This design comes from an exercise in tuning for small area, a short achievable clock period and few clock cycles per item on the open sky130 flow, not from production work.
RTL that was checked went through simulation tests only; none was proved equivalent to the original.
Function not checked in runs 2 to 6: the RTL went through the layout flow alone.
No activity file was given, so power comes from the tool's default toggle rates.

==> flow/design.v <==
package apb4_sram_pkg;
  typedef enum logic [1:0] {
    ST_IDLE   = 2'd0,
    ST_SETUP  = 2'd1,
    ST_WAIT   = 2'd2,
    ST_ACCESS = 2'd3
  } apb_state_e;
  localparam int DEF_ADDR_W      = 32;
  localparam int DEF_DATA_W      = 32;
  localparam int DEF_DEPTH       = 64;
  localparam int DEF_WAIT_CYCLES = 2;
  localparam int WAIT_CYCLES_MAX = 15;
  localparam int CNT_W           = 4;
  function automatic logic [CNT_W-1:0] wait_load(input int cycles);
    if (cycles > WAIT_CYCLES_MAX) begin
      wait_load = CNT_W'(WAIT_CYCLES_MAX);
    end else if (cycles < 0) begin
      wait_load = {CNT_W{1'b0}};
    end else begin
      wait_load = CNT_W'(cycles);
    end
  endfunction
endpackage
module apb4_sram_mem
#(
  parameter int DATA_W = apb4_sram_pkg::DEF_DATA_W,
  parameter int DEPTH  = apb4_sram_pkg::DEF_DEPTH,
  parameter int AW     = 6
) (
  input  logic                clk,
  input  logic                rst_n,
  input  logic [AW-1:0]       addr,
  input  logic                wstart,
  input  logic [DATA_W/8-1:0] be,
  input  logic [DATA_W-1:0]   wdata,
  input  logic                re,
  output logic [DATA_W-1:0]   rdata
);
  localparam int BYTES = DATA_W / 8;
  localparam int GRP   = 8;
  localparam int NGRP  = DEPTH / GRP;
  logic [DEPTH-1:0][DATA_W-1:0] mem_r;
  logic [GRP-1:0]  sel_lo;
  logic [NGRP-1:0] sel_hi;
  always_comb begin
    for (int i = 0; i < GRP; i++) begin
      sel_lo[i] = (addr[2:0] == 3'(i));
    end
    for (int i = 0; i < NGRP; i++) begin
      sel_hi[i] = (addr[AW-1:3] == (AW-3)'(i));
    end
  end
  logic [GRP-1:0]  wsel_lo_r;
  logic [NGRP-1:0] wsel_hi_r;
  always_ff @(posedge clk or negedge rst_n) begin
    if (!rst_n) begin
      wsel_hi_r <= {NGRP{1'b0}};
    end else begin
      wsel_hi_r <= wstart ? sel_hi : {NGRP{1'b0}};
    end
  end
  always_ff @(posedge clk) begin
    wsel_lo_r <= sel_lo;
  end
  logic [NGRP-1:0]          wsel_hi_n;
  logic [GRP-1:0][BYTES-1:0] wsel_lob_n;
  logic [DEPTH-1:0][BYTES-1:0] wen;
  always_comb begin
    wsel_hi_n = ~wsel_hi_r;
    for (int i = 0; i < GRP; i++) begin
      for (int b = 0; b < BYTES; b++) begin
        wsel_lob_n[i][b] = !(wsel_lo_r[i] && be[b]);
      end
    end
  end
  for (genvar w = 0; w < DEPTH; w++) begin : g_wen
    for (genvar b = 0; b < BYTES; b++) begin : g_byte
      apb4_sram_nor2 u_wen (
        .a (wsel_hi_n[w / GRP]),
        .b (wsel_lob_n[w % GRP][b]),
        .y (wen[w][b])
      );
    end
  end
  always_ff @(posedge clk) begin
    for (int w = 0; w < DEPTH; w++) begin
      for (int b = 0; b < BYTES; b++) begin
        if (wen[w][b]) begin
          mem_r[w][b*8 +: 8] <= wdata[b*8 +: 8];
        end
      end
    end
  end
  for (genvar l = 0; l < BYTES; l++) begin : g_rlane
    logic [GRP-1:0]  rsel_lo;
    logic [NGRP-1:0] rsel_hi;
    apb4_sram_rdec u_dec (.addr (addr), .re (re), .lo (rsel_lo), .hi (rsel_hi));
    for (genvar i = 0; i < 8; i++) begin : g_rbit
      localparam int B = l*8 + i;
      logic [NGRP-1:0] grp;
      for (genvar g = 0; g < NGRP; g++) begin : g_grp
        logic [GRP-1:0] col;
        for (genvar k = 0; k < GRP; k++) begin : g_col
          assign col[k] = mem_r[g*GRP + k][B];
        end
        apb4_sram_andor8 u_lo (.a (col), .s (rsel_lo), .y (grp[g]));
      end
      apb4_sram_andor8 u_hi (.a (grp), .s (rsel_hi), .y (rdata[B]));
    end
  end
endmodule
module apb4_sram_andor8 (
  input  logic [7:0] a,
  input  logic [7:0] s,
  output logic       y
);
  assign y = |(a & s);
endmodule
module apb4_sram_nor2 (
  input  logic a,
  input  logic b,
  output logic y
);
  assign y = !(a || b);
endmodule
module apb4_sram_rdec (
  input  logic [5:0] addr,
  input  logic       re,
  output logic [7:0] lo,
  output logic [7:0] hi
);
  always_comb begin
    for (int i = 0; i < 8; i++) begin
      lo[i] = (addr[2:0] == 3'(i));
      hi[i] = re && (addr[5:3] == 3'(i));
    end
  end
endmodule
module apb4_sram_slave
#(
  parameter int ADDR_W      = apb4_sram_pkg::DEF_ADDR_W,
  parameter int DATA_W      = apb4_sram_pkg::DEF_DATA_W,
  parameter int DEPTH       = apb4_sram_pkg::DEF_DEPTH,
  parameter int WAIT_CYCLES = 0
) (
  input  logic                pclk,
  input  logic                presetn,
  input  logic                psel,
  input  logic                penable,
  input  logic                pwrite,
  input  logic [ADDR_W-1:0]   paddr,
  input  logic [DATA_W-1:0]   pwdata,
  input  logic [DATA_W/8-1:0] pstrb,
  output logic [DATA_W-1:0]   prdata,
  output logic                pready,
  output logic                pslverr
);
  localparam int BYTES  = DATA_W / 8;
  localparam int OFF_W  = $clog2(BYTES);
  localparam int MEM_AW = (DEPTH > 1) ? $clog2(DEPTH) : 1;
  logic              pready_r;
  logic              pslverr_r;
  logic [DATA_W-1:0] prdata_r;
  logic [ADDR_W-1:0] word_idx_s;
  logic              err_s;
  logic              setup_s;
  logic [BYTES-1:0]  be_s;
  logic [DATA_W-1:0] mem_rdata_s;
  always_comb begin
    word_idx_s = paddr >> OFF_W;
    err_s      = ((paddr & ADDR_W'(BYTES - 1)) != {ADDR_W{1'b0}}) ||
                 (word_idx_s >= ADDR_W'(DEPTH));
  end
  always_comb begin
    be_s = pstrb;
  end
  assign setup_s = psel && !penable && !pready_r;
  always_ff @(posedge pclk or negedge presetn) begin
    if (!presetn) begin
      pready_r  <= 1'b0;
      pslverr_r <= 1'b0;
    end else begin
      pready_r  <= setup_s;
      pslverr_r <= setup_s && err_s;
    end
  end
  always_ff @(posedge pclk) begin
    prdata_r <= mem_rdata_s;
  end
  apb4_sram_mem #(
    .DATA_W (DATA_W),
    .DEPTH  (DEPTH),
    .AW     (MEM_AW)
  ) u_mem (
    .clk    (pclk),
    .rst_n  (presetn),
    .addr   (word_idx_s[MEM_AW-1:0]),
    .wstart (setup_s && pwrite && !err_s),
    .be     (be_s),
    .wdata  (pwdata),
    .re     (!err_s),
    .rdata  (mem_rdata_s)
  );
  assign prdata  = prdata_r;
  assign pready  = pready_r;
  assign pslverr = pslverr_r;
endmodule
==> flow/run.sh <==
#!/bin/bash
# synth_recipe.tcl (not shown) runs the flow's synth.tcl, then flattens the netlist and writes it again
# the make line also repeats each setting of config.mk as NAME=value (left out here)
make -C /OpenROAD-flow-scripts/flow DESIGN_CONFIG=/design/flow/config.mk WORK_HOME=/design/flow/orfs CLKGATE_MAP_FILE= SYNTH_SCRIPT=/design/flow/synth_recipe.tcl finish
==> flow/config.mk <==
export PLATFORM = sky130hd
export DESIGN_NAME = apb4_sram_slave
export DESIGN_NICKNAME = apb4_sram_slave
export VERILOG_FILES = /design/flow/design.v
export SDC_FILE = /design/flow/constraint.sdc
export NUM_CORES = 4
export LEC_CHECK = 0
export CAP_MARGIN = 20
export CORE_MARGIN = 2
export CORE_UTILIZATION = 70
export CTS_CLUSTER_DIAMETER = 100
export CTS_CLUSTER_SIZE = 30
export PLACE_DENSITY = 0.78
export SETUP_SLACK_MARGIN = 1.65
export SLEW_MARGIN = 20
export SYNTH_HIERARCHICAL = 1
export SYNTH_MINIMUM_KEEP_SIZE = 0
==> flow/constraint.sdc <==
create_clock -name core_clock -period 3.3 [get_ports {pclk}]
set_input_delay 0.6600 -clock core_clock [delete_from_list [all_inputs] [get_ports {pclk}]]
set_output_delay 0.6600 -clock core_clock [all_outputs]
set_load 0.01 [all_outputs]
==> reports/metrics.cfg, run 1 <==
[finish]
mostFrequentLayoutCells = 2048 x edfxtp_1, 990 x a22oi_1, 289 x nand4_1
area_growth_pct = 13.5
drive_above_1_share = 0.206
multi_input_comb_area_sq_mm = 0.0146
regArea_sq_mm = 0.0626
fill_cells = 5262
final_common_cell = edfxtp_1
nNetsFinal = 4492

[clock_network]
cts_buffers = 79
cts_tree = yes
path_clk_slew_ns = 0.11
cts_num_sinks = 2098
clockBufferDepth = 3
h-tree-depth = 3
cts_root_buf = clkbuf_16
clk-insertion-delay-late_ns = 0.71

[hold_path]
hold_path.class = in2reg

[yosys]
synth_top_family_by_area = compound AO/OA/AOI/OAI gates
synthSimpleGateAreaFrac = 0.0504
ys_seq_area_frac = 0.834
yosys-mux-area-fraction = 0
syn_inst = 3935
yosys.area_share.adder = 0
yosysUniqueCellTypes = 22
ys_warn_count = 9
syn_avg_cell_area_sq_um = 19.1
ys_ff_latch = 2098
synth_compound_area_frac = 0.115
synth_area_sq_mm = 0.0750
syn_nets = 4008
synth-xor-area-share = 0

[worst_setup_path]
criticalPathCategory = in2reg
worstPathRequired_ns = 3.88
endpoint_kind = register
path_max_fanout = 64
critPathMaxStageDelay_ns = 0.33
arrival_ns = 2.49
cp_top_family = buffers and inverters
cp_slowest_cell = a22oi_1
critPathLaunchType = primary input
worst-path-buf-inv = 4
path_cells = buf_12 > buf_4 > buf_4 > nor3_4 > buf_12 > a22oi_1 > nand4_1 > a22oi_1 > nand4_1

[timing]
timing.final.crit_share = 0.581
rsz0062_at_grt = yes
setup_violations = 0
worst_slew_pin_slew_ns = 0.965
fmaxAchievable_mhz = 521
fin_crit_ns = 1.92
hold_viol = 0
tns_ns = 0
skew_ns = 0.0218
holdWs_ns = 0.220
slew_violations = 0
slew_headroom = 0.357

[detailed_routing]
dr.pass1.iters = 8
viasPerCell = 7.48
postRouteAntennaNets = 0
vias = 44000
wl_per_cell_um = 32.8
wl_um = 193000
drtIter0Drc = 7255
drc_errors = 0

[pwr]
p_int_uw = 34600
pwr-share-comb = 0.048
p_per_area_mw_per_mm2 = 512
pwr-share-seq = 0.669
switching_share = 0.208
p_switching_uw = 9080
power.leakage_uw = 0.0253
ir_drop_uv = 403
clock_power_share = 0.283

[grt]
antenna_found_initial = 7
grtUsageTotal = 0.346
grt_max_degree = 65
grt-ovfl-total = 0
grt_pass1_wl_um = 279000
grt_pass1_vias = 42000

[floorplan]
num_rows = 120
ios = 107
die_area_sq_mm = 0.110
die_height_um = 331
start_util = 0.703
coreArea_sq_mm = 0.107
die_w_um = 331

[status]
status = complete, no violations

[placed_design]
placement.io_buffers = 106
place.gp.congestion = 0.861
dp_hpwl_um = 111000

[run]
cap_violations = 0

==> stage by stage <==
step | area, sq um | setup WS [ns] | total power [uW] | util | cells
after floorplan | 75800 | 0.809 | 30500 | - | 3935
after global placement | 80900 | 0.274 | 31700 | 0.758 | 5713
after detailed placement | 80900 | 0.232 | 31700 | 0.758 | 5713
after CTS | 84900 | 1.37 | 43600 | 0.795 | 5885
after global routing | 85200 | 1.35 | 44500 | 0.798 | 5890
final | 85200 | 1.38 | 43600 | 0.798 | 5890
==> modules after synthesis (local to each module, per instance), excerpt <==
| module | flip-flops and latches | cells | times used | area (sq um) |
|---|---|---|---|---|
| apb4_sram_nor2 | 0 | 1 | 256 | 3.75 |
| apb4_sram_slave | 34 | 51 | 1 | 820 |
| apb4_sram_andor8 | 0 | 5 | 288 | 36.3 |
| apb4_sram_rdec | 0 | 16 | 4 | 156 |
==> cells in the mapped netlist <==
| cell type | n | area (sq um) |
|---|---|---|
| o31a_1 | 1 | 8.76 |
| and4_2 | 5 | 50.1 |
| nand4_1 | 289 | 1810 |
| nor4_2 | 4 | 50.1 |
| nor3_1 | 6 | 30.0 |
| and3_1 | 5 | 31.3 |
| nor4b_2 | 5 | 75.1 |
| nor4_1 | 4 | 25.0 |
| nand3_1 | 1 | 5.00 |
| and4b_1 | 1 | 10.0 |
| dfrtp_1 | 10 | 250 |
| nor3b_1 | 16 | 120 |
| nand2_1 | 33 | 124 |
| and3b_1 | 15 | 131 |
| nor2_1 | 258 | 968 |
| dfxtp_1 | 40 | 801 |
| and4bb_2 | 15 | 188 |
| buf_2 | 4 | 20.0 |
| edfxtp_1 | 2048 | 61500 |
| and4b_2 | 15 | 169 |
| a22oi_1 | 1152 | 8650 |
| inv_1 | 8 | 30.0 |
==> path summary, 6_finish.rpt <==
check | endpoint | depth (start not counted) | start | slack [ns]
min reg2reg | pready_r | 1 | pready_r | 0.48
min | u_mem.wsel_lo_r[0] | 2 | paddr[3] | 0.22
max reg2reg | u_mem.mem_r[936] | 3 | u_mem.wsel_lo_r[5] | 1.59
min in group asynchronous | pready_r | 1 | presetn | 0.30
max in group asynchronous | u_mem.wsel_hi_r[4] | 1 | presetn | 2.62
max | prdata_r[11] | 9 | paddr[2] | 1.38
==> per-layer routing <==
metal | vias to the layer above | part of all wire | global-route usage
li1 | 18000 | - | -
met1 | 22200 | 0.36 | 0.491
met2 | 3333 | 0.48 | 0.554
met3 | 444 | 0.12 | 0.0652
met4 | 10 | 0.037 | 0.119
met5 | - | 0.00033 | 0
==> logic make-up (layout without fill, tap and decap cells) <==
logic type,Yosys count,after routing
AOI/OAI and AO/OA,1153,1153
and+or+nand+nor,672,674
other,0,2
buffers and inverters,12,560
DFF,2098,2098
==> state kept, by name (all words and copies together), names as in the netlist <==
name	flops
pslverr_r	1
prdata_r	32
pready_r	1
u_mem.mem_r	2048
u_mem.wsel_lo_r	8
u_mem.wsel_hi_r	8
==> power groups by stage <==
stage,sequential (uW),combinational (uW),clock (uW)
after floorplan,29800,713,0
after global placement,29800,1880,0
after detailed placement,29800,1930,0
after CTS,29200,2020,12300
after global routing,29200,2170,13200
final,29200,2090,12400
==> cell type report <==
class | count | share of cell area
antenna | 2 | 0.0000588
clock buffer | 144 | 0.0272
clock inverter | 3 | 0.000308
inverter | 8 | 0.000705
multi-input combinational | 1827 | 0.171
sequential | 2098 | 0.735
tap | 1403 | 0.0206
timing repair buffer | 405 | 0.0448
==> repair_timing <==
action                     4_1_cts  5_1_grt
gates resized for setup        607       61
setup buffers                   19        2
gates cloned                     6        1
setup endpoints to repair     1790      459
hold buffers                     0        0
pin swaps                       61       29
Testbench counts, summed over its fixed seeds: cycles 80,000, transfers 40,000.
==> run 2: changes to the inputs <==
--- a/flow/design.v
+++ b/flow/design.v
@@ -62,22 +62,13 @@
   always_ff @(posedge clk) begin
     wsel_lo_r <= sel_lo;
   end
-  logic [NGRP-1:0]          wsel_hi_n;
-  logic [GRP-1:0][BYTES-1:0] wsel_lob_n;
   logic [DEPTH-1:0][BYTES-1:0] wen;
-  always_comb begin
-    wsel_hi_n = ~wsel_hi_r;
-    for (int i = 0; i < GRP; i++) begin
-      for (int b = 0; b < BYTES; b++) begin
-        wsel_lob_n[i][b] = !(wsel_lo_r[i] && be[b]);
-      end
-    end
-  end
   for (genvar w = 0; w < DEPTH; w++) begin : g_wen
     for (genvar b = 0; b < BYTES; b++) begin : g_byte
-      apb4_sram_nor2 u_wen (
-        .a (wsel_hi_n[w / GRP]),
-        .b (wsel_lob_n[w % GRP][b]),
+      apb4_sram_and3 u_wen (
+        .a (wsel_hi_r[w / GRP]),
+        .b (wsel_lo_r[w % GRP]),
+        .c (be[b]),
         .y (wen[w][b])
       );
     end
@@ -116,12 +107,13 @@
 );
   assign y = |(a & s);
 endmodule
-module apb4_sram_nor2 (
+module apb4_sram_and3 (
   input  logic a,
   input  logic b,
+  input  logic c,
   output logic y
 );
-  assign y = !(a || b);
+  assign y = a && b && c;
 endmodule
 module apb4_sram_rdec (
   input  logic [5:0] addr,
==> run 2 against run 1 <==
Design area is 1.4% lower. Final cell count is 2.5% lower. Largest power group unchanged. Total power hardly changed. Clock skew is 0.0081 ns higher. Largest cell class unchanged.
==> reports/metrics.cfg, run 2 <==
[status]
status = complete, no violations

[detailed_routing]
wl_per_cell_um = 32.7  ; -0.50%
postRouteAntennaNets = 0  ; unchanged
dr.pass1.iters = 7  ; -1
vias = 43600  ; -1.0%
drtIter0Drc = 7640  ; +5.3%
viasPerCell = 7.59  ; +1.5%
drc_errors = 0  ; unchanged
wl_um = 188000  ; -3.0%

[pwr]
ir_drop_uv = 477  ; +18%
p_int_uw = 34600  ; about the same
p_switching_uw = 9050  ; -0.32%
pwr-share-seq = 0.669  ; about the same
p_per_area_mw_per_mm2 = 520  ; +1.4%
switching_share = 0.207  ; -0.000619
pwr-share-comb = 0.049  ; about the same
power.leakage_uw = 0.0259  ; +2.2%
clock_power_share = 0.282  ; about the same

[placed_design]
place.gp.congestion = 0.854  ; -0.84%
dp_hpwl_um = 110000  ; -1.2%
placement.io_buffers = 106  ; unchanged
pre_cts_ws_ns = -0.00668  ; -0.239 ns

[yosys]
ys_seq_area_frac = 0.828  ; -0.00519
yosysUniqueCellTypes = 20  ; -9.1%
synth_area_leaders = edfxtp_1 81%, a22oi_1 11%, nand4_1 2.4%, and3_1 2.2%, dfxtp_1 1.1%
synth_most_common_cell = edfxtp_1
synth-edff-count = 2048  ; unchanged
dominantRegCellSynth = edfxtp_1
syn_nets = 3964  ; -1.1%
syn_avg_cell_area_sq_um = 19.4  ; +1.8%
syn_inst = 3891  ; -1.1%
ys_top_cells_by_count = 2048 x edfxtp_1, 1152 x a22oi_1, 289 x nand4_1
yosysTopAreaCellShare = 0.814  ; -0.00511
synth_area_sq_mm = 0.0755  ; +0.63%
ys_ff_latch = 2098  ; unchanged
synth_largest_area_cell = edfxtp_1
async_flop_share = 0.00477  ; unchanged
ys_warn_count = 9  ; unchanged

[worst_setup_path]
path_max_fanout = 16  ; -75%
critPathLaunchType = primary input
endpoint_kind = register
arrival_ns = 2.56  ; +0.07 ns
criticalPathCategory = in2reg
worstPathRequired_ns = 3.89  ; about the same

[grt]
antenna_found_initial = 8  ; +1
grt-ovfl-total = 0  ; unchanged
grt_pass1_wl_um = 273000  ; -2.0%
grt_pass1_vias = 40600  ; -3.5%
grtUsageTotal = 0.337  ; -0.00962
grt_max_degree = 65  ; unchanged

[clock_network]
h-tree-depth = 3  ; unchanged
clk-insertion-delay-late_ns = 0.72  ; about the same
path_clk_slew_ns = 0.11  ; about the same
cts_num_sinks = 2098  ; unchanged
clockBufferDepth = 3  ; unchanged
cts_buffers = 79  ; unchanged
cts_hold_buf = 0  ; unchanged
cts_tree = yes
cts_root_buf = clkbuf_16

[finish]
area_growth_pct = 11.2
final_common_cell = edfxtp_1
largest_reg_flops = 2048  ; unchanged
drive_above_1_share = 0.179  ; -0.0267
mostFrequentLayoutCells = 2048 x edfxtp_1, 1053 x a22oi_1, 289 x nand4_1
nNetsFinal = 4335  ; -3.5%
largest_register = u_mem.mem_r
postLayoutCoreUtil = 0.784  ; -0.0137
fill_cells = 5426  ; +3.1%
reg_top3 = u_mem.mem_r: 2048 flops, prdata_r: 32 flops

[timing]
timing.final.crit_share = 0.597  ; +0.0154
setup_violations = 0  ; unchanged
slew_violations = 0  ; unchanged
fin_crit_ns = 1.97  ; +0.0510 ns
tns_ns = 0  ; unchanged
fmaxAchievable_mhz = 508  ; -2.6%
final.setup.worst_slack_ns = 1.33  ; -0.0510 ns
hold_viol = 0  ; unchanged
worst_slew_pin_slew_ns = 1.05  ; +0.0804 ns
slew_headroom = 0.303  ; -0.0536
rsz0062_at_grt = yes
skew_ns = 0.0299  ; +0.00814 ns

[floorplan]
die_height_um = 332  ; +0.31%
num_rows = 120  ; unchanged
die_w_um = 332  ; +0.31%
ios = 107  ; unchanged
coreArea_sq_mm = 0.107  ; +0.28%
die_area_sq_mm = 0.111  ; +0.62%
start_util = 0.705  ; +0.00242

[hold_path]
hold_path.class = in2reg

[run]
cap_violations = 0  ; unchanged

## run 2: per-module statistics from Yosys (local to each module, per instance), a selection
module / flops+latches / copies in the design / cells inside
apb4_sram_and3: 0 / 256 / 1
apb4_sram_slave: 34 / 1 / 51
apb4_sram_andor8: 0 / 288 / 5
apb4_sram_rdec: 0 / 4 / 16
## run 2: cell type report
cell class                      count  area [sq um]  area share
Timing Repair Buffer              286          3030      0.0361
Tap cell                         1403          1760      0.0209
Multi-Input combinational cell   1797         14100       0.168
Clock buffer                      144          2320      0.0276
Antenna cell                       11          27.5    0.000328
Sequential cell                  2098         62700       0.746
Clock inverter                      3          26.3    0.000313
## run 2: worst paths after layout
path | cells past startpoint | start | slack (ns) | end
hold / removal | 1 | pwdata[31] | 0.23 | u_mem.mem_r[1343]
max in group asynchronous | 1 | presetn | 2.30 | u_mem.wsel_hi_r[6]
setup / recovery | 12 | paddr[6] | 1.33 | prdata_r[22]
setup reg to reg | 2 | u_mem.wsel_hi_r[6] | 1.63 | u_mem.mem_r[1660]
min in group asynchronous | 1 | presetn | 0.41 | pready_r
hold reg to reg | 2 | pready_r | 0.62 | pready_r
## run 2: cells by family after synthesis
logic type / after synthesis / synth area share
flops: 2098 / 0.828
compound gates: 1153 / 0.115
simple gates: 640 / 0.0570
## run 2: through the flow
step | std cells | area, sq um | power (uW) | hold slack, ns
global route | 5732 | 83900 | 44600 | 0.231
global placement | 5548 | 80000 | 31800 | 0.619
finish | 5742 | 83900 | 43600 | 0.232
CTS | 5730 | 83600 | 43600 | 0.191
detailed placement | 5549 | 80000 | 31800 | 0.629
floorplan | 3891 | 75800 | 30500 | 0.364
## run 2: power groups by stage
stage	registers (uW)	logic, uW	clock network, uW
3_3_place_gp	29800	1940	0
6_report	29200	2130	12300
3_5_place_dp	29800	1970	0
5_1_grt	29200	2220	13100
2_1_floorplan	29800	681	0
4_1_cts	29200	2070	12300
## run 2: what timing repair did
action / in CTS / in global routing
pin swaps: 48 / 24
endpoints found under the setup margin: 1947 / 674
gates cloned: 11 / 0
gates resized for setup: 536 / 129
setup buffers: 23 / 1
## run 2: critical path, stage by stage
cell	delay (ns)
buf_12	0.11
nor4_4	0.26
buf_4	0.14
and4b_1	0.20
buf_6	0.11
nor3_4	0.05
buf_4	0.15
buf_12	0.14
nor4b_4	0.14
buf_4	0.19
a22oi_1	0.24
nand4_1	0.15
## run 2: metal layers
metal	routed length (um)	track usage	part of all wire
met1	68800	0.491	0.37
met2	91600	0.534	0.49
met3	22300	0.0618	0.12
met4	4840	0.0975	0.026
met5	13	0	0.000069
==> run 3: changes to the inputs <==
--- a/flow/config.mk
+++ b/flow/config.mk
@@ -11,7 +11,7 @@
 export CTS_CLUSTER_DIAMETER = 100
 export CTS_CLUSTER_SIZE = 30
 export PLACE_DENSITY = 0.78
-export SETUP_SLACK_MARGIN = 1.65
+export SETUP_SLACK_MARGIN = 1.45
 export SLEW_MARGIN = 20
 export SYNTH_HIERARCHICAL = 1
 export SYNTH_MINIMUM_KEEP_SIZE = 0
==> run 3 against run 2 <==
Critical path type unchanged. Critical endpoint is now prdata_r[29]. Synthesized area is the same. Non-clock buffer count shrank 35. Still clean on timing, DRC and antenna. First-iteration DRC count shrank 6.9%.
==> reports/metrics.cfg, run 3 <==
[clock_network]
clk-insertion-delay-late_ns = 0.70  ; -0.02 ns
cts_tree = yes
clockBufferDepth = 3  ; unchanged
cts_buffers = 79  ; unchanged
cts_hold_buf = 0  ; unchanged
cts_num_sinks = 2098  ; unchanged
path_clk_slew_ns = 0.11  ; about the same
h-tree-depth = 3  ; unchanged
cts_root_buf = clkbuf_16

[yosys]
ys_seq_area_frac = 0.828  ; unchanged
synth_area_sq_mm = 0.0755  ; unchanged
synth_area_leaders = edfxtp_1 81%, a22oi_1 11%, nand4_1 2.4%, and3_1 2.2%, dfxtp_1 1.1%
dominantRegCellSynth = edfxtp_1
synth_largest_area_cell = edfxtp_1
syn_inst = 3891  ; unchanged
syn_avg_cell_area_sq_um = 19.4  ; unchanged
synth_most_common_cell = edfxtp_1
syn_nets = 3964  ; unchanged
synth-edff-count = 2048  ; unchanged
ys_top_cells_by_count = 2048 x edfxtp_1, 1152 x a22oi_1, 289 x nand4_1
yosysTopAreaCellShare = 0.814  ; unchanged
ys_ff_latch = 2098  ; unchanged
yosysUniqueCellTypes = 20  ; unchanged
ys_warn_count = 9  ; unchanged
async_flop_share = 0.00477  ; unchanged

[run]
cap_violations = 0  ; unchanged

[grt]
globalRoute.busiestLayer = met2
grtUsageTotal = 0.333  ; -0.00365
met3_usage = 0.0609  ; -0.000875
met1_usage = 0.478  ; -0.0129
grt_pass1_vias = 40700  ; +0.25%
grt-ovfl-total = 0  ; unchanged
grt_max_degree = 65  ; unchanged
use_met2 = 0.526  ; -0.00800
grt_pass1_wl_um = 270000  ; -1.0%
antenna_found_initial = 5  ; -3

[floorplan]
die_area_sq_mm = 0.111  ; unchanged
ios = 107  ; unchanged
num_rows = 120  ; unchanged
coreArea_sq_mm = 0.107  ; unchanged
start_util = 0.705  ; unchanged
die_w_um = 332  ; unchanged
die_height_um = 332  ; unchanged

[timing]
slew_headroom = 0.407  ; +0.104
fin_crit_ns = 2.43  ; +0.460 ns
setup_violations = 0  ; unchanged
timing.final.crit_share = 0.736  ; +0.139
final.setup.worst_slack_ns = 0.871  ; -0.460 ns
skew_ns = 0.0250  ; -0.00494 ns
hold_viol = 0  ; unchanged
worst_slew_pin_slew_ns = 0.889  ; -0.156 ns
fmaxAchievable_mhz = 412  ; -19%
rsz0062_at_grt = yes
slew_violations = 0  ; unchanged

[finish]
largest_register = u_mem.mem_r
drive_above_1_share = 0.120  ; -0.0598
reg_top3 = u_mem.mem_r: 2048 flops, prdata_r: 32 flops
nNetsFinal = 4296  ; -0.90%
largest_reg_flops = 2048  ; unchanged
area_growth_pct = 9.65
final_common_cell = edfxtp_1
mostFrequentLayoutCells = 2048 x edfxtp_1, 1127 x a22oi_1, 289 x nand4_1

[status]
status = complete, no violations

[pwr]
power.leakage_uw = 0.0256  ; -0.95%
total_power_uw = 43300  ; -0.67%
p_per_area_mw_per_mm2 = 523  ; +0.71%
ir_drop_uv = 417  ; -13%

[detailed_routing]
dr.pass1.iters = 8  ; +1
viasPerCell = 7.55  ; -0.54%
wl_per_cell_um = 32.6  ; -0.29%
vias = 43000  ; -1.4%
drtIter0Drc = 7111  ; -6.9%
drc_errors = 0  ; unchanged
postRouteAntennaNets = 0  ; unchanged
wl_um = 186000  ; -1.1%

[placed_design]
dp_hpwl_um = 111000  ; +0.80%
placement.io_buffers = 106  ; unchanged
pre_cts_ws_ns = -0.322  ; -0.315 ns
place.gp.congestion = 0.871  ; +2.0%

[worst_setup_path]
path_max_fanout = 8  ; -8
criticalPathCategory = in2reg
critPathLaunchType = primary input
reg2reg_to = u_mem.mem_r[1809]
path_cells = buf_2 > nor4_2 > nand4_1 > buf_6 > nor3_4 > buf_12 > buf_12 > and4bb_4 > a22oi_2 > nand4_1
worstPathRequired_ns = 3.93  ; +0.04 ns
arrival_ns = 3.05  ; +0.49 ns
r2r_start = u_mem.wsel_hi_r[7]
critPathMaxStageDelay_ns = 0.56  ; +0.30 ns
endpoint_kind = register
r2r_slack_ns = 1.46  ; -0.17 ns
r2r_cells = 2  ; unchanged
cp_slowest_cell = nand4_1

[hold_path]
worstHoldStart = pwdata[30]
hold_path.class = in2reg
min_to = u_mem.mem_r[1726]
hold_depth = 1  ; unchanged

run 3: changes by cell type in the layout (fill, tap and decap cells not counted), sizes merged:
cell	delta
bufbuf	-2
dlygate4sd2	+1
clkdlybuf4s15	-1
buf	-35
inv	-3
clkdlybuf4s50	+12
and3b	-3
and3	-1
clkbuf	-12
diode	-4
run 3: worst max path at each step:
| stage | from | to | depth (start not counted) |
|---|---|---|---|
| after global placement | paddr[23] | prdata_r[13] | 9 |
| final | paddr[16] | prdata_r[29] | 10 |
| after floorplan | paddr[3] | prdata_r[0] | 5 |
| after CTS | paddr[21] | prdata_r[28] | 10 |
| after detailed placement | paddr[23] | prdata_r[5] | 9 |
| after global routing | paddr[25] | prdata_r[28] | 10 |
run 3: cell type report:
cell class | count | area [sq um]
timing repair buffer | 251 | 2630
clock buffer | 142 | 2270
sequential | 2098 | 62700
multi-input combinational | 1793 | 13500
antenna | 7 | 17.5
fill | 5712 | 24300
tap | 1403 | 1760
run 3: report_power, final:
group	switching (uW)	internal (uW)	leakage, uW
Combinational	1500	527	0.00570
Sequential	47.0	29200	0.0189
Clock	7370	4740	0.00108
Total	8920	34400	0.0256
run 3: layer usage:
| layer | share of wire | up-vias |
|---|---|---|
| met5 | 0.00015 | - |
| met4 | 0.038 | 4 |
| met3 | 0.11 | 410 |
| met2 | 0.48 | 3040 |
| met1 | 0.37 | 21700 |
| li1 | - | 17800 |
run 3: per-stage QoR:
| step | util | hold slack [ns] | instance area [sq um] | instances | TNS (ns) |
|---|---|---|---|---|---|
| detailed placement | 0.747 | 0.581 | 80000 | 5532 | -8.36 |
| CTS | 0.772 | 0.178 | 82600 | 5683 | 0 |
| global placement | 0.747 | 0.564 | 80000 | 5532 | -5.82 |
| finish | 0.773 | 0.207 | 82800 | 5694 | 0 |
| global route | 0.773 | 0.208 | 82800 | 5688 | 0 |
| floorplan | - | 0.364 | 75700 | 3891 | 0 |
run 3: critical path: cells and delay by family:
kind	cells	cell delay [ns]
compound gates	1	0.16
buf+inv	4	0.77
simple gates	5	1.44
run 3: what timing repair did:
item,CTS,global route
setup endpoints to repair,1388,411
pin swaps,20,0
setup buffers,8,4
resized for setup,311,51
gates cloned,1,0
run 3: Yosys stat by module, one instance, submodules excluded, a selection:
module / cells / copies in the design / cell area (sq um) / flops+latches
apb4_sram_slave: 51 / 1 / 820 / 34
apb4_sram_andor8: 5 / 288 / 36.3 / 0
apb4_sram_rdec: 16 / 4 / 156 / 0
apb4_sram_and3: 1 / 256 / 6.26 / 0
run 3: cells by family after synthesis:
kind of cell	after synthesis	synth area share
flip-flops	2098	0.828
AO/OA/AOI/OAI	1153	0.115
AND/OR/NAND/NOR	640	0.0570
==> run 4: changes to the inputs <==
--- a/flow/config.mk
+++ b/flow/config.mk
@@ -7,11 +7,11 @@
 export LEC_CHECK = 0
 export CAP_MARGIN = 20
 export CORE_MARGIN = 2
-export CORE_UTILIZATION = 70
+export CORE_UTILIZATION = 66
 export CTS_CLUSTER_DIAMETER = 100
 export CTS_CLUSTER_SIZE = 30
-export PLACE_DENSITY = 0.78
-export SETUP_SLACK_MARGIN = 1.45
+export PLACE_DENSITY = 0.74
+export SETUP_SLACK_MARGIN = 1.6
 export SLEW_MARGIN = 20
 export SYNTH_HIERARCHICAL = 1
 export SYNTH_MINIMUM_KEEP_SIZE = 0
==> run 4 against run 3 <==
Global-route usage is 1.5 points lower. Wire length up 1.6%. Die area is 6.0% higher. First-iteration DRC count increased by 0.23%. Clock power hardly changed. Core utilization shrank 3.6 points. Largest cell class unchanged.
==> reports/metrics.cfg, run 4 <==
[status]
status = complete, no violations

[timing]
holdWs_ns = 0.214  ; +0.00639 ns
hold_viol = 0  ; unchanged
tns_ns = 0  ; unchanged
slew_headroom = 0.313  ; -0.0936
setup_violations = 0  ; unchanged
skew_ns = 0.0224  ; -0.00260 ns
fin_crit_ns = 2.15  ; -0.281 ns
worst_slew_pin_slew_ns = 1.03  ; +0.140 ns
timing.final.crit_share = 0.651  ; -0.0853
final.setup.worst_slack_ns = 1.15  ; +0.281 ns
rsz0062_at_grt = yes
fmaxAchievable_mhz = 466  ; +13%
slew_violations = 0  ; unchanged

[finish]
reg_top3 = u_mem.mem_r: 2048 flops, prdata_r: 32 flops
final_common_cell = edfxtp_1
area_growth_pct = 11.1
regArea_sq_mm = 0.0627  ; about the same
fill_cells = 6630  ; +16%
mostFrequentLayoutCells = 2048 x edfxtp_1, 1071 x a22oi_1, 289 x nand4_1
largest_reg_flops = 2048  ; unchanged
nNetsFinal = 4352  ; +1.3%
largest_register = u_mem.mem_r
drive_above_1_share = 0.167  ; +0.0473
multi_input_comb_area_sq_mm = 0.0139  ; +3.3%

[yosys]
syn_nets = 3964  ; unchanged
synth_area_leaders = edfxtp_1 81%, a22oi_1 11%, nand4_1 2.4%, and3_1 2.2%, dfxtp_1 1.1%
ys_ff_latch = 2098  ; unchanged
ys_seq_area_frac = 0.828  ; unchanged
synth-edff-count = 2048  ; unchanged
dominantRegCellSynth = edfxtp_1
synth_most_common_cell = edfxtp_1
async_flop_share = 0.00477  ; unchanged
ys_warn_count = 9  ; unchanged
yosysTopAreaCellShare = 0.814  ; unchanged
yosysUniqueCellTypes = 20  ; unchanged
syn_inst = 3891  ; unchanged
synth_largest_area_cell = edfxtp_1
ys_top_cells_by_count = 2048 x edfxtp_1, 1152 x a22oi_1, 289 x nand4_1
syn_avg_cell_area_sq_um = 19.4  ; unchanged
synth_area_sq_mm = 0.0755  ; unchanged

[grt]
grt-ovfl-total = 0  ; unchanged
grtUsageTotal = 0.318  ; -0.0146
grt_pass1_vias = 40000  ; -1.6%
grt_pass1_wl_um = 272000  ; +0.80%
antenna_found_initial = 12  ; +7
grt_max_degree = 65  ; unchanged

[worst_setup_path]
r2r_start = u_mem.wsel_lo_r[5]
critPathLaunchType = primary input
worstPathRequired_ns = 3.89  ; -0.04 ns
crit_start = paddr[3]
endpoint_kind = register
path_max_fanout = 8  ; unchanged
arrival_ns = 2.73  ; -0.32 ns
criticalPathCategory = in2reg

[clock_network]
clockBufferDepth = 3  ; unchanged
cts_root_buf = clkbuf_16
cts_tree = yes
cts_buffers = 79  ; unchanged
cts_num_sinks = 2098  ; unchanged
clk-insertion-delay-late_ns = 0.71  ; about the same
path_clk_slew_ns = 0.11  ; about the same
h-tree-depth = 3  ; unchanged

[detailed_routing]
dr.pass1.iters = 6  ; -2
drtIter0Drc = 7127  ; +0.23%
vias = 43100  ; +0.19%
viasPerCell = 7.35  ; -2.7%
postRouteAntennaNets = 0  ; unchanged
wl_per_cell_um = 32.1  ; -1.4%
wl_um = 188000  ; +1.6%
drc_errors = 0  ; unchanged

[run]
cap_violations = 0  ; unchanged

[floorplan]
die_w_um = 342  ; +2.9%
num_rows = 124  ; +3.3%
start_util = 0.663  ; -0.0423
die_height_um = 342  ; +2.9%
die_area_sq_mm = 0.117  ; +6.0%
ios = 107  ; unchanged
coreArea_sq_mm = 0.114  ; +6.4%

[hold_path]
hold_path.class = in2reg
worstHoldStart = paddr[2]

[placed_design]
place.gp.congestion = 0.876  ; +0.55%
placement.io_buffers = 106  ; unchanged
dp_hpwl_um = 111000  ; +0.37%
pre_cts_ws_ns = 0.0940  ; +0.416 ns

[pwr]
power.leakage_uw = 0.0259  ; +1.1%
p_per_area_mw_per_mm2 = 518  ; -1.1%
ir_drop_uv = 601  ; +44%

-- run 4: per-module statistics from Yosys, one instance, submodules excluded, excerpt --
module	area, sq um	flops+latches	copies in the design	cells
apb4_sram_slave	820	34	1	51
apb4_sram_andor8	36.3	0	288	5
apb4_sram_rdec	156	0	4	16
apb4_sram_and3	6.26	0	256	1
-- run 4: per-layer routing --
metal  GRT usage  routed length, um  vias to the layer above
li1            -                  -                    18000
met2       0.501              91300                     2822
met3      0.0502              20600                      297
met1       0.472              71400                    22000
met4      0.0915               5190                        0
met5           0                  0                        -
-- run 4: logic make-up after synthesis --
group / synth area share
AND/OR/NAND/NOR: 0.0570
AO/OA/AOI/OAI: 0.115
flip-flops: 0.828
-- run 4: cell type report --
class,instances,share of cell area
repair buffers,307,0.0377
clock buffers,143,0.0270
well taps,1512,0.0225
flip-flops and latches,2098,0.747
multi-input cells,1793,0.166
diodes,12,0.000358
-- run 4: repair_timing --
action	in CTS	in global routing
setup buffers	24	4
hold endpoints to repair	0	0
resized for setup	445	98
cloned	3	0
pin swaps	37	21
hold buffers	0	0
setup endpoints to repair	1788	543
-- run 4: power by group --
part | internal [uW] | switching, uW
Clock | 4750 | 7390
Sequential | 29200 | 31.5
Combinational | 545 | 1550
Total | 34500 | 8970
-- run 4: final timing paths --
kind / endpoint / slack (ns) / cells past startpoint
setup / recovery: prdata_r[12] / 1.15 / 12
hold / removal: u_mem.wsel_lo_r[2] / 0.21 / 2
setup reg to reg: u_mem.mem_r[1187] / 1.59 / 2
hold reg to reg: pready_r / 0.64 / 2
max in group asynchronous: u_mem.wsel_hi_r[6] / 2.35 / 1
min in group asynchronous: u_mem.wsel_hi_r[3] / 0.40 / 1
-- run 4: critical path, cell delays in order --
cell and delay, ns:
buf_12 0.11, nor4_4 0.29, buf_6 0.18, and4b_2 0.26, nor3_4 0.07, buf_6 0.13
buf_12 0.13, buf_16 0.15, and4b_2 0.27, buf_6 0.14, a22oi_2 0.20, nand4_1 0.13
-- run 4: per-stage QoR --
stage | power [uW] | util | cells | instance area [sq um]
after floorplan | 30500 | - | 3891 | 75800
after global placement | 31800 | 0.706 | 5679 | 80400
after CTS | 43500 | 0.735 | 5849 | 83700
final | 43400 | 0.737 | 5865 | 83900
after global routing | 44400 | 0.737 | 5856 | 83900
after detailed placement | 31800 | 0.706 | 5679 | 80400
==> run 5: changes to the inputs <==
--- a/flow/design.v
+++ b/flow/design.v
@@ -85,7 +85,7 @@
   for (genvar l = 0; l < BYTES; l++) begin : g_rlane
     logic [GRP-1:0]  rsel_lo;
     logic [NGRP-1:0] rsel_hi;
-    apb4_sram_rdec u_dec (.addr (addr), .re (re), .lo (rsel_lo), .hi (rsel_hi));
+    apb4_sram_rdec u_dec (.addr (addr), .lo (rsel_lo), .hi (rsel_hi));
     for (genvar i = 0; i < 8; i++) begin : g_rbit
       localparam int B = l*8 + i;
       logic [NGRP-1:0] grp;
@@ -96,7 +96,7 @@
         end
         apb4_sram_andor8 u_lo (.a (col), .s (rsel_lo), .y (grp[g]));
       end
-      apb4_sram_andor8 u_hi (.a (grp), .s (rsel_hi), .y (rdata[B]));
+      apb4_sram_andor8_kill u_hi (.a (grp), .s (rsel_hi), .kill (!re), .y (rdata[B]));
     end
   end
 endmodule
@@ -106,6 +106,14 @@
   output logic       y
 );
   assign y = |(a & s);
+endmodule
+module apb4_sram_andor8_kill (
+  input  logic [7:0] a,
+  input  logic [7:0] s,
+  input  logic       kill,
+  output logic       y
+);
+  assign y = !kill && (|(a & s));
 endmodule
 module apb4_sram_and3 (
   input  logic a,
@@ -117,14 +125,13 @@
 endmodule
 module apb4_sram_rdec (
   input  logic [5:0] addr,
-  input  logic       re,
   output logic [7:0] lo,
   output logic [7:0] hi
 );
   always_comb begin
     for (int i = 0; i < 8; i++) begin
       lo[i] = (addr[2:0] == 3'(i));
-      hi[i] = re && (addr[5:3] == 3'(i));
+      hi[i] = (addr[5:3] == 3'(i));
     end
   end
 endmodule
--- a/flow/config.mk
+++ b/flow/config.mk
@@ -7,11 +7,11 @@
 export LEC_CHECK = 0
 export CAP_MARGIN = 20
 export CORE_MARGIN = 2
-export CORE_UTILIZATION = 66
+export CORE_UTILIZATION = 70
 export CTS_CLUSTER_DIAMETER = 100
 export CTS_CLUSTER_SIZE = 30
-export PLACE_DENSITY = 0.74
-export SETUP_SLACK_MARGIN = 1.6
+export PLACE_DENSITY = 0.78
+export SETUP_SLACK_MARGIN = 1.65
 export SLEW_MARGIN = 20
 export SYNTH_HIERARCHICAL = 1
 export SYNTH_MINIMUM_KEEP_SIZE = 0
==> run 5 against run 4 <==
Final cell count grew 1.2%. Still clean on timing, DRC and antenna. Combinational power grew 42%. Global-route usage grew 7.5 points.
==> reports/metrics.cfg, run 5 <==
[timing]
worst_slew_pin_slew_ns = 1.09  ; +0.0551 ns
rsz0062_at_grt = yes
slew_violations = 0  ; unchanged
setup_violations = 0  ; unchanged
slew_headroom = 0.277  ; -0.0368
timing.final.crit_share = 0.625  ; -0.0259
fin_crit_ns = 2.06  ; -0.0854 ns
hold_viol = 0  ; unchanged
skew_ns = 0.0361  ; +0.0137 ns
fmaxAchievable_mhz = 485  ; +4.1%

[placed_design]
placement.io_buffers = 106  ; unchanged
place.gp.congestion = 0.889  ; +1.5%
dp_hpwl_um = 114000  ; +2.5%
placed_cells = 5578  ; -1.8%
dpl-instance-area_sq_mm = 0.0802  ; -0.35%

[detailed_routing]
wl_um = 229000  ; +21%
drc_errors = 0  ; unchanged
postRouteAntennaNets = 0  ; unchanged
vias = 47800  ; +11%
viasPerCell = 8.06  ; +9.7%
wl_per_cell_um = 38.6  ; +20%
dr.pass1.iters = 10  ; +4
drtIter0Drc = 9377  ; +32%

[yosys]
ys_warn_count = 9  ; unchanged
ys_seq_area_frac = 0.829  ; about the same
synth_largest_area_cell = edfxtp_1
synth-edff-count = 2048  ; unchanged
syn_nets = 3965  ; +0.025%
syn_avg_cell_area_sq_um = 19.4  ; about the same
synth_area_sq_mm = 0.0755  ; about the same
ys_top_cells_by_count = 2048 x edfxtp_1, 1152 x a22oi_1, 257 x and3_1, 257 x nand4_1, 40 x dfxtp_1
yosysUniqueCellTypes = 24  ; +20%
async_flop_share = 0.00477  ; unchanged
yosysTopAreaCellShare = 0.815  ; about the same
synth_area_leaders = edfxtp_1 81%, a22oi_1 11%, and3_1 2.1%, nand4_1 2.1%, dfxtp_1 1.1%
dominantRegCellSynth = edfxtp_1
synth_most_common_cell = edfxtp_1
syn_inst = 3892  ; +0.026%
ys_ff_latch = 2098  ; unchanged

[pwr]
ir_drop_uv = 702  ; +17%
power.leakage_uw = 0.0275  ; +6.0%
p_switching_uw = 9670  ; +7.8%
pwr-share-seq = 0.655  ; -0.017
pwr-share-comb = 0.067  ; +0.019
p_per_area_mw_per_mm2 = 501  ; -3.1%
p_int_uw = 34900  ; +1.3%
switching_share = 0.217  ; +0.0103
clock_power_share = 0.278  ; about the same

[finish]
nNetsFinal = 4526  ; +4.0%
final_cell_area_sq_mm = 0.0889  ; +5.9%
postLayoutCoreUtil = 0.831  ; +0.0936
largest_register = u_mem.mem_r
fin_cells = 5934  ; +1.2%
mostFrequentLayoutCells = 2048 x edfxtp_1, 743 x a22oi_1, 409 x a22oi_2
area_growth_pct = 17.8
final_common_cell = edfxtp_1
largest_reg_flops = 2048  ; unchanged
reg_top3 = u_mem.mem_r: 2048 flops, prdata_r: 32 flops
drive_above_1_share = 0.287  ; +0.120

[clock_network]
cts_buffers = 79  ; unchanged
path_clk_slew_ns = 0.11  ; about the same
clockBufferDepth = 3  ; unchanged
cts_num_sinks = 2098  ; unchanged
cts_tree = yes
cts_root_buf = clkbuf_16
clk-insertion-delay-late_ns = 0.73  ; +0.02 ns
h-tree-depth = 3  ; unchanged

[grt]
grt_pass1_vias = 44400  ; +11%
grt-ovfl-total = 0  ; unchanged
grtUsageTotal = 0.393  ; +0.0749
grt_pass1_wl_um = 311000  ; +14%
grt_max_degree = 65  ; unchanged
antenna_found_initial = 11  ; -1

[worst_setup_path]
r2r_start = pready_r
r2r_slack_ns = 1.51  ; -0.08 ns
endpoint_kind = register
arrival_ns = 2.64  ; -0.09 ns
criticalPathCategory = in2reg
critPathLaunchType = primary input
worstPathRequired_ns = 3.88  ; about the same
path_max_fanout = 8  ; unchanged
crit_start = paddr[3]

[status]
status = complete, no violations

[floorplan]
die_area_sq_mm = 0.110  ; -5.7%
die_height_um = 332  ; -2.9%
start_util = 0.705  ; +0.0421
coreArea_sq_mm = 0.107  ; -6.0%
num_rows = 120  ; -3.2%
ios = 107  ; unchanged
die_w_um = 332  ; -2.9%

[hold_path]
hold_path.class = in2async

[run]
cap_violations = 0  ; unchanged

-- run 5: cell types whose count changed after synthesis, sizes merged, moves of 4 or more --
cell    before  now
a41oi        0   32
nor4b        5    1
and4bb      15    3
nor3         6   10
and3b       15   27
and4         5    1
nand4      289  257
and4b       16    4
nor3b       16   28
and3       261  265
-- run 5: final cells by class --
cell class / instances / area [sq um]
tap: 1403 / 1760
clock buffer: 142 / 2270
antenna: 17 / 42.5
inverter: 1 / 8.76
fill: 4600 / 18100
timing repair buffer: 471 / 6310
sequential: 2098 / 62700
multi-input combinational: 1802 / 15900
-- run 5: repair_timing --
action | CTS | global route
buffers inserted | 91 | 33
setup endpoints to repair | 1958 | 627
cloned | 57 | 16
pin swaps | 230 | 161
gates resized for setup | 925 | 180
hold endpoints to repair | 0 | 0
hold buffers | 0 | 0
-- run 5: per-layer routing --
| metal | track usage | wire length, um | vias to the layer above |
|---|---|---|---|
| met5 | 0 | 92 | - |
| met4 | 0.194 | 14000 | 10 |
| met3 | 0.0915 | 34400 | 911 |
| met2 | 0.608 | 107000 | 4933 |
| met1 | 0.539 | 73600 | 23600 |
| li1 | - | - | 18400 |
-- run 5: cells by family (layout without fill, tap and decap cells) --
kind of cell           Yosys count  in the layout  share of synthesized area
AO/OA/AOI/OAI                 1185           1185                      0.118
AND/OR/NAND/NOR                608            617                     0.0530
other                            0             17                          0
buffers and inverters            1            614                  0.0000497
flip-flops                    2098           2098                      0.829
-- run 5: worst max-delay path: stages --
cell	delay, ns
buf_16	0.13
buf_12	0.13
clkbuf_16	0.13
and3b_4	0.25
buf_12	0.16
buf_16	0.17
a22oi_2	0.27
nand4_1	0.22
a22oi_2	0.31
a41oi_1	0.17
-- run 5: per-module statistics from Yosys (local to each module, per instance), a selection --
module                 copies in the design  cell area (sq um)  flops+latches  cells
apb4_sram_rdec                            4                130              0     16
apb4_sram_andor8                        256               36.3              0      5
apb4_sram_andor8_kill                    32               38.8              0      5
apb4_sram_and3                          256               6.26              0      1
apb4_sram_slave                           1                820             34     51
-- run 5: final timing paths --
check,to,depth (start not counted)
setup / recovery,prdata_r[10],10
hold / removal,u_mem.wsel_hi_r[5],1
setup reg to reg,u_mem.wsel_hi_r[0],5
hold reg to reg,pready_r,1
max in group asynchronous,u_mem.wsel_hi_r[7],1
min in group core_clock,u_mem.wsel_lo_r[0],2
-- run 5: power groups by stage --
stage | Clock (uW) | Sequential [uW] | Combinational, uW
floorplan | 0 | 29800 | 760
global placement | 0 | 29800 | 2020
detailed placement | 0 | 29800 | 2090
CTS | 12200 | 29200 | 2660
global route | 13000 | 29200 | 3030
finish | 12400 | 29200 | 2980
-- run 5: through the flow --
| step | setup TNS, ns | hold WS (ns) | setup WS, ns | power (uW) |
|---|---|---|---|---|
| CTS | 0 | 0.302 | 1.37 | 44000 |
| global route | 0 | 0.332 | 1.26 | 45200 |
| detailed placement | -0.00468 | 0.482 | -0.00468 | 31900 |
| finish | 0 | 0.328 | 1.24 | 44600 |
| floorplan | 0 | 0.364 | 0.681 | 30600 |
| global placement | 0 | 0.471 | 0.0432 | 31800 |
==> run 6: changes to the inputs <==
--- a/flow/config.mk
+++ b/flow/config.mk
@@ -11,7 +11,7 @@
 export CTS_CLUSTER_DIAMETER = 100
 export CTS_CLUSTER_SIZE = 30
 export PLACE_DENSITY = 0.78
-export SETUP_SLACK_MARGIN = 1.65
+export SETUP_SLACK_MARGIN = 1.5
 export SLEW_MARGIN = 20
 export SYNTH_HIERARCHICAL = 1
 export SYNTH_MINIMUM_KEEP_SIZE = 0
==> run 6 against run 5 <==
Critical path type unchanged. Flip-flop and latch count unchanged. Critical endpoint is now prdata_r[20]. Maximum frequency increased by 1.9%. Clock power about the same. Sequential power about the same. Non-clock buffer count decreased by 42. Largest cell class unchanged. Via count decreased by 2.2%.
==> reports/metrics.cfg, run 6 <==
[yosys]
ys_top_cells_by_count = 2048 x edfxtp_1, 1152 x a22oi_1, 257 x and3_1, 257 x nand4_1, 40 x dfxtp_1
synth_most_common_cell = edfxtp_1
synth_area_leaders = edfxtp_1 81%, a22oi_1 11%, and3_1 2.1%, nand4_1 2.1%, dfxtp_1 1.1%
synth_largest_area_cell = edfxtp_1
syn_nets = 3965  ; unchanged
ys_warn_count = 9  ; unchanged
ys_seq_area_frac = 0.829  ; unchanged
ys_ff_latch = 2098  ; unchanged
synth_area_sq_mm = 0.0755  ; unchanged
syn_avg_cell_area_sq_um = 19.4  ; unchanged
async_flop_share = 0.00477  ; unchanged
syn_inst = 3892  ; unchanged
yosysUniqueCellTypes = 24  ; unchanged
dominantRegCellSynth = edfxtp_1
yosysTopAreaCellShare = 0.815  ; unchanged
synth-edff-count = 2048  ; unchanged

[pwr]
pwr-share-seq = 0.659  ; +0.004
p_switching_uw = 9490  ; -1.9%
p_int_uw = 34800  ; -0.18%
switching_share = 0.214  ; -0.00297
ir_drop_uv = 466  ; -34%
pwr-share-comb = 0.064  ; -0.003
power.leakage_uw = 0.0273  ; -0.67%
total_power_uw = 44300  ; -0.56%
p_per_area_mw_per_mm2 = 504  ; +0.48%
clock_power_share = 0.277  ; about the same

[finish]
final_common_cell = edfxtp_1
final_cell_area_sq_mm = 0.0880  ; -1.0%
reg_top3 = u_mem.mem_r: 2048 flops, prdata_r: 32 flops
area_growth_pct = 16.6
nNetsFinal = 4478  ; -1.1%
mostFrequentLayoutCells = 2048 x edfxtp_1, 763 x a22oi_1, 389 x a22oi_2
largest_register = u_mem.mem_r
drive_above_1_share = 0.239  ; -0.0479
largest_reg_flops = 2048  ; unchanged

[detailed_routing]
wl_um = 218000  ; -4.7%
dr.pass1.iters = 6  ; -4
viasPerCell = 7.94  ; -1.5%
drc_errors = 0  ; unchanged
drtIter0Drc = 9698  ; +3.4%
wl_per_cell_um = 37.0  ; -4.1%
postRouteAntennaNets = 0  ; unchanged
vias = 46800  ; -2.2%

[worst_setup_path]
endpoint_kind = register
r2r_slack_ns = 1.40  ; -0.11 ns
crit_end = prdata_r[20]
reg2reg_to = u_mem.mem_r[98]
r2r_start = u_mem.wsel_lo_r[3]
worst-path-buf-inv = 5  ; unchanged
path_max_fanout = 8  ; unchanged
cp_top_family = compound AO/OA/AOI/OAI gates
path_cells = buf_16 > buf_12 > buf_8 > nor3b_4 > buf_12 > buf_16 > a22oi_2 > nand4_1 > a22oi_2 > a41oi_2
critPathLaunchType = primary input
r2r_cells = 2  ; -3
critPathMaxStageDelay_ns = 0.37  ; +0.06 ns
crit_cells = 10  ; unchanged
worstPathRequired_ns = 3.88  ; about the same
cp_slowest_cell = a22oi_2
crit_start = paddr[3]
criticalPathCategory = in2reg
arrival_ns = 2.61  ; -0.03 ns

[timing]
slew_violations = 0  ; unchanged
timing.final.crit_share = 0.613  ; -0.0114
hold_viol = 0  ; unchanged
worst_slew_pin_slew_ns = 0.961  ; -0.124 ns
rsz0062_at_grt = yes
fin_crit_ns = 2.02  ; -0.0375 ns
final.setup.worst_slack_ns = 1.28  ; +0.0375 ns
setup_violations = 0  ; unchanged
fmaxAchievable_mhz = 494  ; +1.9%
slew_headroom = 0.359  ; +0.0826
skew_ns = 0.0275  ; -0.00859 ns
tns_ns = 0  ; unchanged

[clock_network]
cts_hold_buf = 0  ; unchanged
clockBufferDepth = 3  ; unchanged
cts_num_sinks = 2098  ; unchanged
cts_root_buf = clkbuf_16
cts_buffers = 79  ; unchanged
h-tree-depth = 3  ; unchanged
clk-insertion-delay-late_ns = 0.73  ; about the same
cts_tree = yes
path_clk_slew_ns = 0.12  ; about the same

[grt]
use_met2 = 0.581  ; -0.0269
met3_usage = 0.0677  ; -0.0237
grt_pass1_vias = 43100  ; -3.1%
grt_max_degree = 65  ; unchanged
grt_pass1_wl_um = 294000  ; -5.4%
grtUsageTotal = 0.369  ; -0.0244
grt-ovfl-total = 0  ; unchanged
globalRoute.busiestLayer = met2
met1_usage = 0.519  ; -0.0198
antenna_found_initial = 12  ; +1

[floorplan]
die_height_um = 332  ; unchanged
start_util = 0.705  ; unchanged
num_rows = 120  ; unchanged
coreArea_sq_mm = 0.107  ; unchanged
die_w_um = 332  ; unchanged
ios = 107  ; unchanged
die_area_sq_mm = 0.110  ; unchanged

[hold_path]
hold_depth = 1
hold_path.class = in2reg

[placed_design]
place.gp.congestion = 0.865  ; -2.7%
placement.io_buffers = 106  ; unchanged
pre_cts_ws_ns = 0.0595  ; +0.0641 ns
dpl-instance-area_sq_mm = 0.0801  ; about the same
dp_hpwl_um = 112000  ; -1.6%

[run]
cap_violations = 0  ; unchanged

[status]
status = complete, no violations

run 6: cells by family (layout without fill, tap and decap cells):
family,after synthesis,in the layout,synth area share
and+or+nand+nor,608,611,0.0530
DFF,2098,2098,0.829
buffers and inverters,1,571,0.0000497
other,0,24,0
AOI/OAI and AO/OA,1185,1185,0.118
run 6: worst min path at each step:
stage,startpoint,end,slack (ns)
3_5_place_dp,pready_r,pready_r,0.60
3_3_place_gp,pready_r,pready_r,0.58
5_1_grt,pwdata[17],u_mem.mem_r[49],0.28
4_1_cts,pwdata[17],u_mem.mem_r[49],0.25
2_1_floorplan,presetn,pready_r,0.36
6_report,pwdata[17],u_mem.mem_r[17],0.27
run 6: repair_timing:
| item | in CTS | in global routing |
|---|---|---|
| setup endpoints to repair | 1370 | 409 |
| gates resized for setup | 615 | 273 |
| buffers inserted | 72 | 21 |
| gates cloned | 33 | 32 |
| pin swaps | 150 | 160 |
run 6: layout make-up:
type / instances / area (sq um)
inverters: 1 / 8.76
clock buffers: 141 / 2260
flip-flops and latches: 2098 / 62600
well taps: 1403 / 1760
repair buffers: 429 / 5810
fillers: 4711 / 19100
diodes: 24 / 60.1
multi-input cells: 1796 / 15500
run 6: routing by layer:
layer,up-vias,wire length (um),share of wire
met5,-,19,0.000087
met4,2,10700,0.049
met3,770,30400,0.14
met1,23100,72900,0.33
met2,4616,104000,0.48
li1,18300,-,-
run 6: per-module statistics from Yosys (local to each module, per instance), excerpt:
module	cells inside	cell area [sq um]	copies in the design
apb4_sram_and3	1	6.26	256
apb4_sram_andor8	5	36.3	256
apb4_sram_andor8_kill	5	38.8	32
apb4_sram_rdec	16	130	4
apb4_sram_slave	51	820	1
run 6: power by group through the flow:
stage	registers [uW]	logic, uW	clock network (uW)
after global placement	29800	2020	0
after floorplan	29800	760	0
after global routing	29200	2900	13000
after detailed placement	29800	2080	0
final	29200	2840	12300
after CTS	29200	2500	12100
run 6: worst reg2reg max path, cell delays in order, from the launching register on:
cell	delay, ns
dfxtp_2	0.57
buf_12	0.36
and3_1	0.61
run 6: stage by stage:
step                       util  hold WS [ns]  instances
final                     0.822         0.266       5892
after global routing      0.822         0.278       5872
after CTS                 0.802         0.251       5815
after detailed placement  0.749         0.601       5569
after global placement    0.748         0.583       5567
after floorplan               -         0.364       3892
==> run 7: changes to the inputs <==
--- a/flow/design.v
+++ b/flow/design.v
@@ -85,7 +85,7 @@
   for (genvar l = 0; l < BYTES; l++) begin : g_rlane
     logic [GRP-1:0]  rsel_lo;
     logic [NGRP-1:0] rsel_hi;
-    apb4_sram_rdec u_dec (.addr (addr), .lo (rsel_lo), .hi (rsel_hi));
+    apb4_sram_rdec u_dec (.addr (addr), .re (re), .lo (rsel_lo), .hi (rsel_hi));
     for (genvar i = 0; i < 8; i++) begin : g_rbit
       localparam int B = l*8 + i;
       logic [NGRP-1:0] grp;
@@ -96,7 +96,7 @@
         end
         apb4_sram_andor8 u_lo (.a (col), .s (rsel_lo), .y (grp[g]));
       end
-      apb4_sram_andor8_kill u_hi (.a (grp), .s (rsel_hi), .kill (!re), .y (rdata[B]));
+      apb4_sram_andor8 u_hi (.a (grp), .s (rsel_hi), .y (rdata[B]));
     end
   end
 endmodule
@@ -106,14 +106,6 @@
   output logic       y
 );
   assign y = |(a & s);
-endmodule
-module apb4_sram_andor8_kill (
-  input  logic [7:0] a,
-  input  logic [7:0] s,
-  input  logic       kill,
-  output logic       y
-);
-  assign y = !kill && (|(a & s));
 endmodule
 module apb4_sram_and3 (
   input  logic a,
@@ -125,13 +117,14 @@
 endmodule
 module apb4_sram_rdec (
   input  logic [5:0] addr,
+  input  logic       re,
   output logic [7:0] lo,
   output logic [7:0] hi
 );
   always_comb begin
     for (int i = 0; i < 8; i++) begin
       lo[i] = (addr[2:0] == 3'(i));
-      hi[i] = (addr[5:3] == 3'(i));
+      hi[i] = re && (addr[5:3] == 3'(i));
     end
   end
 endmodule
@@ -165,11 +158,17 @@
   logic              setup_s;
   logic [BYTES-1:0]  be_s;
   logic [DATA_W-1:0] mem_rdata_s;
-  always_comb begin
-    word_idx_s = paddr >> OFF_W;
-    err_s      = ((paddr & ADDR_W'(BYTES - 1)) != {ADDR_W{1'b0}}) ||
-                 (word_idx_s >= ADDR_W'(DEPTH));
-  end
+  logic addr_ok_s;
+  assign word_idx_s = paddr >> OFF_W;
+  apb4_sram_addr_ok #(
+    .ADDR_W (ADDR_W),
+    .OFF_W  (OFF_W),
+    .IDX_W  (MEM_AW)
+  ) u_addr_ok (
+    .addr (paddr),
+    .ok   (addr_ok_s)
+  );
+  assign err_s = !addr_ok_s;
   always_comb begin
     be_s = pstrb;
   end
@@ -204,3 +203,14 @@
   assign pready  = pready_r;
   assign pslverr = pslverr_r;
 endmodule
+module apb4_sram_addr_ok
+#(
+  parameter int ADDR_W = 32,
+  parameter int OFF_W  = 2,
+  parameter int IDX_W  = 6
+) (
+  input  logic [ADDR_W-1:0] addr,
+  output logic              ok
+);
+  assign ok = (addr[OFF_W-1:0] == '0) && (addr[ADDR_W-1:OFF_W+IDX_W] == '0);
+endmodule
==> run 7 against run 6 <==
Total power down 2.2%. Via count down 6.2%. Combinational power down 27%. Largest power group unchanged. Largest cell class unchanged. Clock skew up 0.0023 ns. Final cell count down 2.8%. Sequential share of layout area up 3.5 points. Clock-buffer cell count up 2. Still clean on timing, DRC and antenna. Die area about the same. Core utilization down 3.8 points. Wire length down 12%. Flip-flop and latch count unchanged. Register-to-register slack better by 0.07 ns.
==> reports/metrics.cfg, run 7 <==
[status]
status = complete, no violations

[yosys]
synth_area_leaders = edfxtp_1 81%, a22oi_1 11%, nand4_1 2.4%, and3_1 2.2%, dfxtp_1 1.1%
syn_nets = 3960  ; -0.13%
dominantRegCellSynth = edfxtp_1
ys_top_cells_by_count = 2048 x edfxtp_1, 1152 x a22oi_1, 289 x nand4_1
synth-xor-area-share = 0  ; unchanged
synth_most_common_cell = edfxtp_1
ys_warn_count = 9  ; unchanged
synth_compound_area_frac = 0.115  ; -0.00379
yosys.area_share.adder = 0  ; unchanged
synth_top_family_by_area = compound AO/OA/AOI/OAI gates
ys_ff_latch = 2098  ; unchanged
yosysTopAreaCellShare = 0.815  ; about the same
synthSimpleGateAreaFrac = 0.0566  ; +0.00357
yosys-mux-area-fraction = 0  ; unchanged
synth_largest_area_cell = edfxtp_1
synth-edff-count = 2048  ; unchanged
yosysUniqueCellTypes = 18  ; -25%
synth_area_sq_mm = 0.0755  ; about the same

[timing]
rsz0062_at_grt = yes
final.setup.worst_slack_ns = 1.40  ; +0.128 ns
hold_viol = 0  ; unchanged
worst_slew_pin_slew_ns = 1.15  ; +0.185 ns
skew_ns = 0.0298  ; +0.00231 ns
slew_headroom = 0.236  ; -0.124
fmaxAchievable_mhz = 527  ; +6.8%
fin_crit_ns = 1.90  ; -0.128 ns
setup_violations = 0  ; unchanged
timing.final.crit_share = 0.575  ; -0.0388

[floorplan]
ios = 107  ; unchanged
die_w_um = 332  ; about the same
num_rows = 120  ; unchanged
start_util = 0.705  ; about the same
die_height_um = 332  ; about the same
coreArea_sq_mm = 0.107  ; unchanged

[placed_design]
dp_hpwl_um = 107000  ; -4.6%
placement.io_buffers = 106  ; unchanged

[finish]
mostFrequentLayoutCells = 2048 x edfxtp_1, 990 x a22oi_1, 289 x nand4_1
largest_register = u_mem.mem_r
drive_above_1_share = 0.157  ; -0.0819
reg_top3 = u_mem.mem_r: 2048 flops, prdata_r: 32 flops
largest_reg_flops = 2048  ; unchanged
final_common_cell = edfxtp_1
fill_cells = 5416  ; +15%
area_growth_pct = 11.2

[worst_setup_path]
path_max_fanout = 22  ; +14
arrival_ns = 2.46  ; -0.15 ns
critPathLaunchType = primary input
worstPathRequired_ns = 3.87  ; about the same
criticalPathCategory = in2reg

[detailed_routing]
postRouteAntennaNets = 0  ; unchanged
vias = 43900  ; -6.2%
dr.pass1.iters = 8  ; +2
wl_per_cell_um = 33.3  ; -9.9%
viasPerCell = 7.66  ; -3.5%

[clock_network]
cts_tree = yes
cts_num_sinks = 2098  ; unchanged
h-tree-depth = 3  ; unchanged
clockBufferDepth = 3  ; unchanged
clk-insertion-delay-late_ns = 0.71  ; -0.02 ns

[grt]
grt-ovfl-total = 0  ; unchanged
grt_pass1_vias = 41300  ; -4.2%
antenna_found_initial = 4  ; -8
grt_max_degree = 65  ; unchanged
grt_pass1_wl_um = 275000  ; -6.5%

[pwr]
ir_drop_uv = 462  ; -0.73%
power.leakage_uw = 0.0259  ; -5.0%
pwr-share-comb = 0.047  ; -0.017
p_int_uw = 34500  ; -1.0%
clock_power_share = 0.279  ; +0.002

[run]
cap_violations = 0  ; unchanged

[run 7: changes by cell type in the layout (fill, tap and decap cells not counted), sizes merged, moves of 10 or more]
cell / delta
buf: -112
dlymetal6s2s: -13
and4b: +11
and4bb: +12
nor3b: -12
clkdlybuf4s50: -10
and3b: -11
a41oi: -32
clkbuf: -24
nand4: +32
[run 7: final timing paths]
check / start / cells after the start / to / slack, ns
worst max-delay path: paddr[5] / 5 / prdata_r[10] / 1.40
worst min-delay path: pwdata[14] / 1 / u_mem.mem_r[910] / 0.21
worst max register to register: u_mem.wsel_lo_r[2] / 2 / u_mem.mem_r[853] / 1.47
worst min register to register: pready_r / 2 / pready_r / 0.53
max in group asynchronous: presetn / 1 / u_mem.wsel_hi_r[0] / 2.55
min in group asynchronous: presetn / 1 / u_mem.wsel_hi_r[6] / 0.33
[run 7: per-layer routing]
metal | track usage | up-vias | part of all wire
met4 | 0.126 | 0 | 0.039
met3 | 0.0579 | 437 | 0.11
met2 | 0.542 | 3417 | 0.48
met1 | 0.486 | 22100 | 0.36
li1 | - | 17900 | -
met5 | 0 | - | 0
[run 7: critical path, stage by stage]
cell,delay (ns)
buf_2,0.58
buf_4,0.38
and4bb_2,0.35
a22oi_2,0.29
nand4_1,0.15
[run 7: stage by stage]
| step | hold slack [ns] | cells | total power (uW) | utilization | area, sq um |
|---|---|---|---|---|---|
| after floorplan | 0.364 | 3887 | 30500 | - | 75700 |
| after global placement | 0.442 | 5523 | 31600 | 0.746 | 79900 |
| after detailed placement | 0.462 | 5523 | 31700 | 0.746 | 79900 |
| after CTS | 0.184 | 5698 | 43300 | 0.779 | 83400 |
| after global routing | 0.228 | 5707 | 44300 | 0.783 | 83800 |
| final | 0.209 | 5728 | 43300 | 0.784 | 83900 |
[run 7: cell type report]
class                           count  area [sq um]  share of cell area
Sequential cell                  2098         62700               0.747
Tap cell                         1403          1760              0.0209
Clock buffer                      143          2270              0.0271
Multi-Input combinational cell   1793         14200               0.169
Timing Repair Buffer              270          2990              0.0356
Antenna cell                       21          52.6            0.000626
[run 7: Yosys stat by module, one instance, submodules excluded, excerpt]
module / flip-flops and latches / copies in the design / cells / cell area (sq um)
apb4_sram_andor8: 0 / 288 / 5 / 36.3
apb4_sram_rdec: 0 / 4 / 16 / 156
apb4_sram_and3: 0 / 256 / 1 / 6.26
apb4_sram_slave: 34 / 1 / 37 / 717
[run 7: power by group through the flow]
stage	registers, uW	logic, uW	clock network, uW
5_1_grt	29200	2160	12900
2_1_floorplan	29800	679	0
4_1_cts	29200	1980	12100
3_5_place_dp	29800	1880	0
3_3_place_gp	29800	1820	0
6_report	29200	2060	12100
[run 7: kinds of logic after synthesis]
logic type / after synthesis
compound gates: 1152
flops: 2098
simple gates: 637
[run 7: repair_timing]
| action | 4_1_cts | 5_1_grt |
|---|---|---|
| cloned | 10 | 1 |
| pin swaps | 50 | 41 |
| hold buffers | 0 | 0 |
| endpoints found under the hold margin | 0 | 0 |
| setup endpoints to repair | 1410 | 321 |
| resized for setup | 469 | 102 |
| setup buffers | 22 | 8 |
Testbench counts of run 7, summed over its fixed seeds: cycles 80,000, transfers 40,000.

Re-timed with assumed drivers on the ports (clkbuf_16 on the clock, buf_2 on other inputs), run 7 has 1.349 ns of setup slack against 1.404 ns with ideal ports, and 0.684 ns once port delays also move by the mid clock arrival of 0.764 ns.
